From an optimization exercise on the open Yosys and OpenROAD flow, aimed at a short achievable clock period and few clock cycles; shortcuts taken in it are not production practice. At most, simulation tests tie the RTL to the original design; equivalence was not proved. Power is estimated from default activity; no workload was simulated.

==> wip/lagoon <==
==> flow/design.v <==
`default_nettype none
package cache_pkg;
	localparam int addr_w = 16;
	localparam int data_w = 32;
	localparam int index_w = 4;
	localparam int tag_w = addr_w - index_w;
	localparam int lines = 1 << index_w;
	localparam int csr_sel_w = 2;
	localparam logic [csr_sel_w-1:0] csr_ctrl = 2'd0;
	localparam logic [csr_sel_w-1:0] csr_hits = 2'd1;
	localparam logic [csr_sel_w-1:0] csr_misses = 2'd2;
endpackage
`default_nettype wire
`timescale 1ns/1ps
`default_nettype none
module cache_store
(
	input  logic                           clk,
	input  logic                           rst,
	input  logic [cache_pkg::index_w-1:0]  lookup_index,
	input  logic [cache_pkg::tag_w-1:0]    lookup_tag,
	output logic                           hit,
	output logic                           victim_dirty,
	output logic [cache_pkg::tag_w-1:0]    victim_tag,
	output logic [cache_pkg::data_w-1:0]   line_data,
	input  logic                           wr_en,
	input  logic [cache_pkg::index_w-1:0]  wr_index,
	input  logic [cache_pkg::tag_w-1:0]    wr_tag,
	input  logic [cache_pkg::data_w-1:0]   wr_data,
	input  logic                           wr_dirty
);
	logic [cache_pkg::lines-1:0] valid_q;
	logic [cache_pkg::lines-1:0] dirty_q;
	logic [cache_pkg::tag_w-1:0] tag_q [cache_pkg::lines];
	logic [cache_pkg::data_w-1:0] data_q [cache_pkg::lines];
	logic [cache_pkg::lines-1:0] match;
	always_comb
		for (int i = 0; i < cache_pkg::lines; i++)
			match[i] = valid_q[i] && (tag_q[i] == lookup_tag);
	assign line_data = data_q[lookup_index];
	assign victim_tag = tag_q[lookup_index];
	assign hit = match[lookup_index];
	assign victim_dirty = valid_q[lookup_index] && dirty_q[lookup_index];
	always_ff @(posedge clk or negedge rst)
	begin
		if (!rst)
		begin
			valid_q <= '0;
			dirty_q <= '0;
		end
		else if (wr_en)
		begin
			valid_q[wr_index] <= 1'b1;
			dirty_q[wr_index] <= wr_dirty;
		end
	end
	always_ff @(posedge clk)
	begin
		if (wr_en)
		begin
			tag_q[wr_index] <= wr_tag;
			data_q[wr_index] <= wr_data;
		end
	end
endmodule
`default_nettype wire
`timescale 1ns/1ps
`default_nettype none
module cache_csr
(
	input  logic                             clk,
	input  logic                             rst,
	input  logic                             csr_req,
	input  logic                             csr_we,
	input  logic [cache_pkg::csr_sel_w-1:0]  csr_sel,
	input  logic [cache_pkg::data_w-1:0]     csr_wdata,
	output logic                             csr_ack,
	output logic [cache_pkg::data_w-1:0]     csr_rdata,
	output logic                             enable,
	input  logic                             hit_pulse,
	input  logic                             miss_pulse
);
	logic [cache_pkg::data_w-1:0] hits_q;
	logic [cache_pkg::data_w-1:0] misses_q;
	logic access;
	assign access = csr_req && !csr_ack;
	always_ff @(posedge clk or negedge rst)
	begin
		if (!rst)
		begin
			csr_ack <= 1'b0;
			enable <= 1'b1;
			hits_q <= '0;
			misses_q <= '0;
		end
		else
		begin
			csr_ack <= csr_req;
			if (access && csr_we && (csr_sel == cache_pkg::csr_ctrl))
				enable <= csr_wdata[0];
			if (access && csr_we && (csr_sel == cache_pkg::csr_hits))
				hits_q <= '0;
			else if (hit_pulse && (hits_q != '1))
				hits_q <= hits_q + 1'b1;
			if (access && csr_we && (csr_sel == cache_pkg::csr_misses))
				misses_q <= '0;
			else if (miss_pulse && (misses_q != '1))
				misses_q <= misses_q + 1'b1;
		end
	end
	always_ff @(posedge clk)
	begin
		if (access && !csr_we)
		begin
			case (csr_sel)
				cache_pkg::csr_ctrl:   csr_rdata <= {{(cache_pkg::data_w-1){1'b0}}, enable};
				cache_pkg::csr_hits:   csr_rdata <= hits_q;
				cache_pkg::csr_misses: csr_rdata <= misses_q;
				default:               csr_rdata <= '0;
			endcase
		end
	end
endmodule
`default_nettype wire
`timescale 1ns/1ps
`default_nettype none
module cache_ctrl
(
	input  logic                           clk,
	input  logic                           rst,
	input  logic                           cpu_req,
	input  logic                           cpu_we,
	input  logic [cache_pkg::addr_w-1:0]   cpu_addr,
	input  logic [cache_pkg::data_w-1:0]   cpu_wdata,
	output logic                           cpu_ack,
	output logic [cache_pkg::data_w-1:0]   cpu_rdata,
	output logic                           mem_req,
	output logic                           mem_we,
	output logic [cache_pkg::addr_w-1:0]   mem_addr,
	output logic [cache_pkg::data_w-1:0]   mem_wdata,
	input  logic                           mem_ack,
	input  logic [cache_pkg::data_w-1:0]   mem_rdata,
	input  logic                           enable,
	output logic                           hit_pulse,
	output logic                           miss_pulse,
	output logic [cache_pkg::index_w-1:0]  lookup_index,
	output logic [cache_pkg::tag_w-1:0]    lookup_tag,
	input  logic                           hit,
	input  logic                           victim_dirty,
	input  logic [cache_pkg::tag_w-1:0]    victim_tag,
	input  logic [cache_pkg::data_w-1:0]   line_data,
	output logic                           wr_en,
	output logic [cache_pkg::index_w-1:0]  wr_index,
	output logic [cache_pkg::tag_w-1:0]    wr_tag,
	output logic [cache_pkg::data_w-1:0]   wr_data,
	output logic                           wr_dirty
);
	logic idle_q;
	logic ack_q;
	logic rdw_q;
	logic fill_q;
	logic rd_pend_q;
	logic rd_wait_q;
	logic [cache_pkg::addr_w-1:0] addr_q;
	logic [cache_pkg::data_w-1:0] rdata_q;
	logic start;
	logic busy;
	logic cached;
	logic go_hit;
	logic go_mem;
	logic mem_done;
	logic fill;
	assign lookup_index = cpu_addr[cache_pkg::index_w-1:0];
	assign lookup_tag = cpu_addr[cache_pkg::addr_w-1:cache_pkg::index_w];
	assign start = idle_q && cpu_req;
	assign busy = mem_req || mem_ack || rd_pend_q;
	assign cached = enable && hit;
	assign go_hit = start && cached;
	assign go_mem = start && !cached && !busy;
	assign mem_done = mem_req && mem_ack;
	assign fill = rdw_q && fill_q && mem_ack;
	assign cpu_ack = (cpu_req && ack_q) || (rdw_q && mem_ack);
	assign cpu_rdata = rdata_q | (mem_rdata & {cache_pkg::data_w{rdw_q}});
	always_ff @(posedge clk or negedge rst)
	begin
		if (!rst)
		begin
			idle_q <= 1'b1;
			ack_q <= 1'b0;
			rdw_q <= 1'b0;
			fill_q <= 1'b0;
			rd_pend_q <= 1'b0;
			rd_wait_q <= 1'b0;
			mem_req <= 1'b0;
			mem_we <= 1'b0;
			wr_en <= 1'b0;
			hit_pulse <= 1'b0;
			miss_pulse <= 1'b0;
		end
		else
		begin
			wr_en <= ((go_hit || go_mem) && enable && cpu_we) || fill;
			hit_pulse <= go_hit;
			miss_pulse <= go_mem && enable;
			if (go_hit)
			begin
				idle_q <= 1'b0;
				ack_q <= 1'b1;
			end
			else if (go_mem)
			begin
				idle_q <= 1'b0;
				ack_q <= cpu_we;
				mem_req <= 1'b1;
				if (enable && victim_dirty)
					rd_pend_q <= 1'b1;
				else
					rdw_q <= !cpu_we;
			end
			else if (ack_q && !cpu_req)
			begin
				idle_q <= 1'b1;
				ack_q <= 1'b0;
			end
			if (start && !busy)
			begin
				fill_q <= enable;
				rd_wait_q <= !cpu_we;
				mem_we <= enable ? victim_dirty : cpu_we;
			end
			if (mem_done)
			begin
				mem_req <= 1'b0;
				if (rdw_q)
				begin
					rdw_q <= 1'b0;
					ack_q <= 1'b1;
				end
			end
			else if (!mem_req && !mem_ack && rd_pend_q)
			begin
				mem_req <= 1'b1;
				mem_we <= 1'b0;
				rd_pend_q <= 1'b0;
				rdw_q <= rd_wait_q;
			end
		end
	end
	always_ff @(posedge clk)
	begin
		if (start && !busy)
		begin
			addr_q <= cpu_addr;
			if (enable && victim_dirty)
			begin
				mem_addr <= {victim_tag, lookup_index};
				mem_wdata <= line_data;
			end
			else
			begin
				mem_addr <= cpu_addr;
				mem_wdata <= cpu_wdata;
			end
		end
		else if (!mem_req && !mem_ack && rd_pend_q)
			mem_addr <= addr_q;
		if (start)
			rdata_q <= line_data;
		else if (rdw_q && mem_ack)
			rdata_q <= mem_rdata;
		else if (!idle_q && !ack_q)
			rdata_q <= '0;
		if (start)
		begin
			wr_index <= lookup_index;
			wr_tag <= lookup_tag;
			wr_data <= cpu_wdata;
			wr_dirty <= 1'b1;
		end
		else if (rdw_q && mem_ack)
		begin
			wr_index <= addr_q[cache_pkg::index_w-1:0];
			wr_tag <= addr_q[cache_pkg::addr_w-1:cache_pkg::index_w];
			wr_data <= mem_rdata;
			wr_dirty <= 1'b0;
		end
	end
endmodule
`default_nettype wire
`timescale 1ns/1ps
`default_nettype none
module cache_top
(
	input  logic                             clk,
	input  logic                             rst,
	input  logic                             cpu_req,
	input  logic                             cpu_we,
	input  logic [cache_pkg::addr_w-1:0]     cpu_addr,
	input  logic [cache_pkg::data_w-1:0]     cpu_wdata,
	output logic                             cpu_ack,
	output logic [cache_pkg::data_w-1:0]     cpu_rdata,
	output logic                             mem_req,
	output logic                             mem_we,
	output logic [cache_pkg::addr_w-1:0]     mem_addr,
	output logic [cache_pkg::data_w-1:0]     mem_wdata,
	input  logic                             mem_ack,
	input  logic [cache_pkg::data_w-1:0]     mem_rdata,
	input  logic                             csr_req,
	input  logic                             csr_we,
	input  logic [cache_pkg::csr_sel_w-1:0]  csr_sel,
	input  logic [cache_pkg::data_w-1:0]     csr_wdata,
	output logic                             csr_ack,
	output logic [cache_pkg::data_w-1:0]     csr_rdata
);
	logic enable;
	logic hit_pulse;
	logic miss_pulse;
	logic [cache_pkg::index_w-1:0] lookup_index;
	logic [cache_pkg::tag_w-1:0] lookup_tag;
	logic hit;
	logic victim_dirty;
	logic [cache_pkg::tag_w-1:0] victim_tag;
	logic [cache_pkg::data_w-1:0] line_data;
	logic wr_en;
	logic [cache_pkg::index_w-1:0] wr_index;
	logic [cache_pkg::tag_w-1:0] wr_tag;
	logic [cache_pkg::data_w-1:0] wr_data;
	logic wr_dirty;
	cache_ctrl i_ctrl (.*);
	cache_store i_store (.*);
	cache_csr i_csr (.*);
endmodule
`default_nettype wire
==> flow/run.sh <==
#!/bin/bash
# synth_recipe.tcl (not shown) runs the flow's synth.tcl, then flattens the netlist and writes it again
# the make line also repeats each setting of config.mk as NAME=value (left out here)
make -C /OpenROAD-flow-scripts/flow DESIGN_CONFIG=/design/flow/config.mk WORK_HOME=/design/flow/orfs CLKGATE_MAP_FILE= SYNTH_SCRIPT=/design/flow/synth_recipe.tcl finish
==> flow/config.mk <==
export PLATFORM = sky130hd
export DESIGN_NAME = cache_top
export DESIGN_NICKNAME = cache_top
export VERILOG_FILES = /design/flow/design.v
export SDC_FILE = /design/flow/constraint.sdc
export NUM_CORES = 4
export LEC_CHECK = 0
export CAP_MARGIN = 20
export CORE_MARGIN = 2
export CORE_UTILIZATION = 40
export SETUP_SLACK_MARGIN = 5
export SLEW_MARGIN = 20
==> flow/constraint.sdc <==
create_clock -name core_clock -period 8.0 [get_ports {clk}]
set_input_delay 1.6000 -clock core_clock [delete_from_list [all_inputs] [get_ports {clk}]]
set_output_delay 1.6000 -clock core_clock [all_outputs]
set_load 0.01 [all_outputs]
==> wip/umber: changes against wip/lagoon <==
--- a/flow/design.v
+++ b/flow/design.v
@@ -24,9 +24,10 @@
 	output logic [cache_pkg::tag_w-1:0]    victim_tag,
 	output logic [cache_pkg::data_w-1:0]   line_data,
-	input  logic                           wr_en,
-	input  logic [cache_pkg::index_w-1:0]  wr_index,
-	input  logic [cache_pkg::tag_w-1:0]    wr_tag,
-	input  logic [cache_pkg::data_w-1:0]   wr_data,
-	input  logic                           wr_dirty
+	input  logic                           cpu_wr_en,
+	input  logic [cache_pkg::data_w-1:0]   cpu_wr_data,
+	input  logic                           fill_en,
+	input  logic [cache_pkg::index_w-1:0]  fill_index,
+	input  logic [cache_pkg::tag_w-1:0]    fill_tag,
+	input  logic [cache_pkg::data_w-1:0]   fill_data
 );
 	logic [cache_pkg::lines-1:0] valid_q;
@@ -34,11 +35,7 @@
 	logic [cache_pkg::tag_w-1:0] tag_q [cache_pkg::lines];
 	logic [cache_pkg::data_w-1:0] data_q [cache_pkg::lines];
-	logic [cache_pkg::lines-1:0] match;
-	always_comb
-		for (int i = 0; i < cache_pkg::lines; i++)
-			match[i] = valid_q[i] && (tag_q[i] == lookup_tag);
 	assign line_data = data_q[lookup_index];
 	assign victim_tag = tag_q[lookup_index];
-	assign hit = match[lookup_index];
+	assign hit = valid_q[lookup_index] && (victim_tag == lookup_tag);
 	assign victim_dirty = valid_q[lookup_index] && dirty_q[lookup_index];
 	always_ff @(posedge clk or negedge rst)
@@ -49,16 +46,35 @@
 			dirty_q <= '0;
 		end
-		else if (wr_en)
+		else
 		begin
-			valid_q[wr_index] <= 1'b1;
-			dirty_q[wr_index] <= wr_dirty;
+			for (int i = 0; i < cache_pkg::lines; i++)
+			begin
+				if (cpu_wr_en && (lookup_index == i))
+				begin
+					valid_q[i] <= 1'b1;
+					dirty_q[i] <= 1'b1;
+				end
+				else if (fill_en && (fill_index == i))
+				begin
+					valid_q[i] <= 1'b1;
+					dirty_q[i] <= 1'b0;
+				end
+			end
 		end
 	end
 	always_ff @(posedge clk)
 	begin
-		if (wr_en)
+		for (int i = 0; i < cache_pkg::lines; i++)
 		begin
-			tag_q[wr_index] <= wr_tag;
-			data_q[wr_index] <= wr_data;
+			if (cpu_wr_en && (lookup_index == i))
+			begin
+				tag_q[i] <= lookup_tag;
+				data_q[i] <= cpu_wr_data;
+			end
+			else if (fill_en && (fill_index == i))
+			begin
+				tag_q[i] <= fill_tag;
+				data_q[i] <= fill_data;
+			end
 		end
 	end
@@ -150,9 +166,8 @@
 	input  logic [cache_pkg::tag_w-1:0]    victim_tag,
 	input  logic [cache_pkg::data_w-1:0]   line_data,
-	output logic                           wr_en,
-	output logic [cache_pkg::index_w-1:0]  wr_index,
-	output logic [cache_pkg::tag_w-1:0]    wr_tag,
-	output logic [cache_pkg::data_w-1:0]   wr_data,
-	output logic                           wr_dirty
+	output logic                           cpu_wr_en,
+	output logic                           fill_en,
+	output logic [cache_pkg::index_w-1:0]  fill_index,
+	output logic [cache_pkg::tag_w-1:0]    fill_tag
 );
 	logic idle_q;
@@ -166,20 +181,22 @@
 	logic start;
 	logic busy;
-	logic cached;
 	logic go_hit;
 	logic go_mem;
 	logic mem_done;
-	logic fill;
 	assign lookup_index = cpu_addr[cache_pkg::index_w-1:0];
 	assign lookup_tag = cpu_addr[cache_pkg::addr_w-1:cache_pkg::index_w];
 	assign start = idle_q && cpu_req;
-	assign busy = mem_req || mem_ack || rd_pend_q;
-	assign cached = enable && hit;
-	assign go_hit = start && cached;
-	assign go_mem = start && !cached && !busy;
+	assign busy = mem_req || rd_pend_q;
+	assign go_hit = start && enable && hit && !(cpu_we && busy);
+	assign go_mem = start && !(enable && hit) && !busy;
 	assign mem_done = mem_req && mem_ack;
-	assign fill = rdw_q && fill_q && mem_ack;
-	assign cpu_ack = (cpu_req && ack_q) || (rdw_q && mem_ack);
-	assign cpu_rdata = rdata_q | (mem_rdata & {cache_pkg::data_w{rdw_q}});
+	assign hit_pulse = go_hit;
+	assign miss_pulse = go_mem && enable;
+	assign cpu_wr_en = start && !busy && enable && cpu_we;
+	assign fill_en = rdw_q && fill_q && mem_ack;
+	assign fill_index = addr_q[cache_pkg::index_w-1:0];
+	assign fill_tag = addr_q[cache_pkg::addr_w-1:cache_pkg::index_w];
+	assign cpu_ack = cpu_req && (ack_q || (rdw_q && mem_ack));
+	assign cpu_rdata = rdw_q ? mem_rdata : rdata_q;
 	always_ff @(posedge clk or negedge rst)
 	begin
@@ -194,13 +211,7 @@
 			mem_req <= 1'b0;
 			mem_we <= 1'b0;
-			wr_en <= 1'b0;
-			hit_pulse <= 1'b0;
-			miss_pulse <= 1'b0;
 		end
 		else
 		begin
-			wr_en <= ((go_hit || go_mem) && enable && cpu_we) || fill;
-			hit_pulse <= go_hit;
-			miss_pulse <= go_mem && enable;
 			if (go_hit)
 			begin
@@ -212,9 +223,17 @@
 				idle_q <= 1'b0;
 				ack_q <= cpu_we;
+				fill_q <= enable;
 				mem_req <= 1'b1;
 				if (enable && victim_dirty)
+				begin
+					mem_we <= 1'b1;
 					rd_pend_q <= 1'b1;
+					rd_wait_q <= !cpu_we;
+				end
 				else
+				begin
+					mem_we <= cpu_we && !enable;
 					rdw_q <= !cpu_we;
+				end
 			end
 			else if (ack_q && !cpu_req)
@@ -223,10 +242,4 @@
 				ack_q <= 1'b0;
 			end
-			if (start && !busy)
-			begin
-				fill_q <= enable;
-				rd_wait_q <= !cpu_we;
-				mem_we <= enable ? victim_dirty : cpu_we;
-			end
 			if (mem_done)
 			begin
@@ -238,5 +251,5 @@
 				end
 			end
-			else if (!mem_req && !mem_ack && rd_pend_q)
+			else if (!mem_req && rd_pend_q)
 			begin
 				mem_req <= 1'b1;
@@ -263,5 +276,5 @@
 			end
 		end
-		else if (!mem_req && !mem_ack && rd_pend_q)
+		else if (!mem_req && rd_pend_q)
 			mem_addr <= addr_q;
 		if (start)
@@ -269,20 +282,4 @@
 		else if (rdw_q && mem_ack)
 			rdata_q <= mem_rdata;
-		else if (!idle_q && !ack_q)
-			rdata_q <= '0;
-		if (start)
-		begin
-			wr_index <= lookup_index;
-			wr_tag <= lookup_tag;
-			wr_data <= cpu_wdata;
-			wr_dirty <= 1'b1;
-		end
-		else if (rdw_q && mem_ack)
-		begin
-			wr_index <= addr_q[cache_pkg::index_w-1:0];
-			wr_tag <= addr_q[cache_pkg::addr_w-1:cache_pkg::index_w];
-			wr_data <= mem_rdata;
-			wr_dirty <= 1'b0;
-		end
 	end
 endmodule
@@ -322,11 +319,25 @@
 	logic [cache_pkg::tag_w-1:0] victim_tag;
 	logic [cache_pkg::data_w-1:0] line_data;
-	logic wr_en;
-	logic [cache_pkg::index_w-1:0] wr_index;
-	logic [cache_pkg::tag_w-1:0] wr_tag;
-	logic [cache_pkg::data_w-1:0] wr_data;
-	logic wr_dirty;
+	logic cpu_wr_en;
+	logic fill_en;
+	logic [cache_pkg::index_w-1:0] fill_index;
+	logic [cache_pkg::tag_w-1:0] fill_tag;
 	cache_ctrl i_ctrl (.*);
-	cache_store i_store (.*);
+	cache_store i_store (
+		.clk(clk),
+		.rst(rst),
+		.lookup_index(lookup_index),
+		.lookup_tag(lookup_tag),
+		.hit(hit),
+		.victim_dirty(victim_dirty),
+		.victim_tag(victim_tag),
+		.line_data(line_data),
+		.cpu_wr_en(cpu_wr_en),
+		.cpu_wr_data(cpu_wdata),
+		.fill_en(fill_en),
+		.fill_index(fill_index),
+		.fill_tag(fill_tag),
+		.fill_data(mem_rdata)
+	);
 	cache_csr i_csr (.*);
 endmodule
==> summary.txt <==
Multi-input gates: 1283
Setup CP Type: in2out
Worst r2r src: i_ctrl.wr_index[3]$_DFFE_PP_
Initial antenna violation count: 5
Fin cells: 4275
Sequential power share: 50.2%
Clock group share of total power: 35.2%
NumNets Final: 2932
Ranking of synthesized cells by area: edfxtp_1 (64%), mux4_2 (12%), dfrtp_1 (6.4%)
Critical path data required time: 6.40 ns
Synth top area share: 63.6%
Clk pwr: 5.02 mW
Status: complete, no violations
Post-synth top cells: edfxtp_1 (880), nand2_1 (243), mux4_2 (220)
# resized after CTS: 673
RD Place Congestion: 0.911
Non-clk invs: 17
Largest family of logic cells by synthesized area: multiplexers
Most frequent cell after synthesis: edfxtp_1
Mapped Cells: 2417
Mapped cell area: 41600 µm²
-- figures above: wip/lagoon

==> summary.txt <==
Clk pwr: 4.70 mW
Mapped cell area: 46100 µm²
Non-clk invs: 29
Synth top area share: 54.2%
Status: complete, no violations
Multi-input gates: 2985
Setup CP Type: in2reg
Post-synth top cells: nand2_1 (1560), edfxtp_1 (832), clkbuf_1 (296)
Initial antenna violation count: 20
Most frequent cell after synthesis: nand2_1
Critical path data required time: 8.62 ns
Worst r2r src: i_csr.enable$_DFFE_PN1P_
Fin cells: 6436
Clock group share of total power: 36.8%
# resized after CTS: 1107
Sequential power share: 45.4%
Largest family of logic cells by synthesized area: simple AND/OR/NAND/NOR gates
NumNets Final: 4945
-- figures above: wip/umber

Testbench counts of wip/lagoon, summed over its fixed seeds: cycles 23,692.
No functional check of the RTL was part of wip/umber.

==> afterwards: timing with drivers on the ports <==
No port has a modelled driver above. Below, the same layouts with a new extraction and two added sets of constraints. Step 1 assumes that a clkbuf_16 drives the clock port and a buf_2 every other input. Step 2, shift: input delay + t, output delay - t, t = (earliest + latest rising clock arrival at the registers) / 2. This alone moves slack from input paths to output paths. a / b / c = ideal / step 1 / step 2; a / b = the first two.
| run | t, ns | setup WS [ns] | worst setup path after step 2 |
|---|---|---|---|
| wip/lagoon | 0.746 | 4.402 / 4.322 / 3.886 | input to register |
| wip/umber | 0.791 | 3.313 / 3.072 / 2.281 | input to register |
After both steps setup and hold are still met in every run listed. The setup slack of wip/umber, which loses most, moves by -0.241 ns with the drivers and by -1.032 ns with both steps.
